Source: an optimization exercise on an open RTL-to-GDS flow (aim: small area, a short achievable clock period and few clock cycles per item). Production flows keep margins and buffers that such runs may drop.
In this exercise RTL edits were held to simulation tests only and were not proved equivalent to the original.

== main ==
// rsa_key_setup
module rsa_key_setup
#(
  parameter int PW = rsa_pkg::PW_DEF
) (
  input  logic            clk,
  input  logic            rst,
  input  logic            start,
  input  logic [PW-1:0]   p,
  input  logic [PW-1:0]   q,
  input  logic [2*PW-1:0] ext_e,
  output logic            busy,
  output logic            done,
  output logic [2*PW-1:0] n,
  output logic [2*PW-1:0] e_o,
  output logic [2*PW-1:0] d,
  output logic            invalid
);
  logic        in_idle, in_mul, in_gcd;
  logic [2:0]  cnt;
  logic        borrow, case2, pqbad, phiodd, first, ltf;
  logic [31:0] phr;           
  logic [32:0] a, t;
  logic [32:0] ca1, ct1, ct2;
  logic        ca2s;          
  logic [32:0] ca2;
  assign ca2 = {ca2s, d};
  logic        tz;            
  logic [1:0]  dct, dca;      
  logic        dmx;           
  logic        h2r;           
  function automatic logic [35:0] ks36(input logic [35:0] x, input logic [35:0] y);
    logic [35:0] g, p, gg, pp, g2, p2;
  ...
Settings: LEC_CHECK=0, ABC_AREA=1, CAP_MARGIN=20, CORE_MARGIN=2, CORE_UTILIZATION=40, SETUP_SLACK_MARGIN=5, SLEW_MARGIN=20; clock period 10.0 ns.
run.sh (not shown) runs the stock make flow with config.mk's settings and CLKGATE_MAP_FILE= SYNTH_SCRIPT=/design/flow/synth_recipe.tcl, a recipe that flattens the netlist after the stock synthesis.
main completed; timing, DRC and antenna clean
Testbench counts of main, summed over its fixed seeds: cycles 44,928, keys 1,200.
> inputs changed (main -> the feature branch)
# main
export LEC_CHECK = 0
export ABC_AREA = 1
export CAP_MARGIN = 20
export CORE_MARGIN = 2
export CORE_UTILIZATION = 40
export SETUP_SLACK_MARGIN = 5
export SLEW_MARGIN = 20
create_clock -name core_clock -period 10.0 [get_ports {clk}]
# the feature branch
export LEC_CHECK = 0
export CAP_MARGIN = 20
export CORE_MARGIN = 2
export CORE_UTILIZATION = 40
export SETUP_SLACK_MARGIN = 5
export SLEW_MARGIN = 20
create_clock -name core_clock -period 10.0 [get_ports {clk}]
## What came out
The feature branch | stages: all done | timing, DRC, antenna: all pass
Compared with main, in the feature branch final worst-path cycle share climbed 1.3 points, area growth from synthesis to final layout climbed 3.3 points, floorplan core area dropped about 2.7%.
On die area, main loses to the feature branch.
Relative to main, the feature branch improves detailed-route wire length.
The higher setup slack of main and the feature branch is in main.
Looking at end point of the critical path, the a[32] result is from the feature branch; the ct1[26] one comes from main.

---

north:
rsa_key_setup, a different RTL version from the one above (not shown whole).
Size in the first run: ~3000 cells after synthesis, ~330 flip-flops, ~170 I/O pins, about 26000 um2 of cells after synthesis.
Settings: LEC_CHECK=0, CAP_MARGIN=20, CORE_MARGIN=2, CORE_UTILIZATION=40, CTS_BUF_LIST=sky130_fd_sc_hd__clkbuf_8, SETUP_SLACK_MARGIN=5, SLEW_MARGIN=20; clock period 10.0 ns.
No stage failed in north, and the final checks on the layout all came back clean.
Testbench counts of north, summed over its fixed seeds: cycles 44,928, keys 1,200.
The following lists how south was set up differently from north:
Settings: a deleted CTS_BUF_LIST that had been sky130_fd_sc_hd__clkbuf_8; a change of CORE_UTILIZATION from 40 to 55.
## What came out
south reports its cell with the biggest individual delay on the critical path as sky130_fd_sc_hd__fa_1 while north reports sky130_fd_sc_hd__mux4_2. Number of CTS-inserted buffers (south / north): 0.66. The final cell count without fillers in south sits 7.6% below the value recorded for north. When south is set beside north, its floorplan die area turns out to be 18000 um2 smaller. south has count of plain and timing-repair buffers below what north had. In south the total of fill cells in the finished design turned out about 37% lower than in north. Compared with north, highest clock frequency the design can meet in south decreased slightly. Total routing usage reported by global routing: south vs north up 8.2 points. Setup WNS north -> south: worse. Against north, number of placed cells counting well taps in south fell by a few percent.
## Diff of input files: east against south
Settings: CORE_UTILIZATION now 40, was 55.
==> comparison <==
Number of standard cells in the final layout excluding fillers on east is up relative to south. Clock buffer count in the final layout went down by a little under 10% going from south to east. Re count of endpoints failing setup in the final report: no difference whatsoever between east and south.
Relative to east, the following input files were edited for west:
Settings: SETUP_SLACK_MARGIN removed (was 5).
==> flow/flow/run.sh (new file) <==
#!/bin/bash
set -euo pipefail
bash standard.sh SETUP_SLACK_MARGIN=6 finish > standard_flow.log 2>&1
==> flow/standard.sh (new file) <==
#!/bin/bash
# synth_recipe.tcl (not shown) runs the flow's synth.tcl, then flattens the netlist and writes it again
# the make line also repeats each setting of config.mk as NAME=value (left out here)
make -C /OpenROAD-flow-scripts/flow DESIGN_CONFIG=/design/flow/config.mk WORK_HOME=/design/flow/orfs CLKGATE_MAP_FILE= SYNTH_SCRIPT=/design/flow/synth_recipe.tcl "${@:-finish}"
removed: flow/run.sh
==> comparison <==
west vs. east: final cycle utilization of the critical path down 0.85 points.
When west is measured against east, its sequential share of cell area turns out 3.5 points lower.
Slew of the pin with the lowest slew margin delta for west relative to east: 0.14 ns lower
Of the two values seen for highest-delay cell along the critical path, sky130_fd_sc_hd__mux4_2 was produced by east and sky130_fd_sc_hd__fa_1 by west.

[what the ideal ports hide]
No port has a modelled driver above. Below, the same layouts with a new extraction and two added sets of constraints. Step 1: set_driving_cell puts a clkbuf_16 on clk and a buf_2 on each other input, an assumption about the parent block. Step 2 also shifts input and output timing later by t, the mid clock arrival at the registers, as if the neighbouring blocks saw the same clock. a / b / c = ideal / step 1 / step 2; a / b = the first two.
run	shift t [ns]	setup slack, ns	clock arrival spread, ns	worst register clock-pin slew, ns	worst data-port slew with drivers (ns)
main	0.648	5.213 / 5.213 / 4.736	0.021 / 0.022	0.07 / 0.07	0.04
the feature branch	0.642	5.082 / 5.082 / 4.573	0.021 / 0.020	0.07 / 0.07	0.05
north	0.748	5.048 / 5.048 / 4.557	0.052 / 0.052	0.08 / 0.08	0.04
south	0.629	5.003 / 5.003 / 5.003	0.013 / 0.013	0.06 / 0.06	0.06
east	0.648	5.038 / 5.038 / 4.564	0.024 / 0.024	0.06 / 0.06	0.04
west	0.641	5.123 / 5.123 / 5.064	0.017 / 0.017	0.06 / 0.06	0.13
After both steps setup and hold are still met in every run listed. For the feature branch, which loses most, drivers alone change the setup slack by 0.000 ns; drivers and shift together by -0.509 ns.
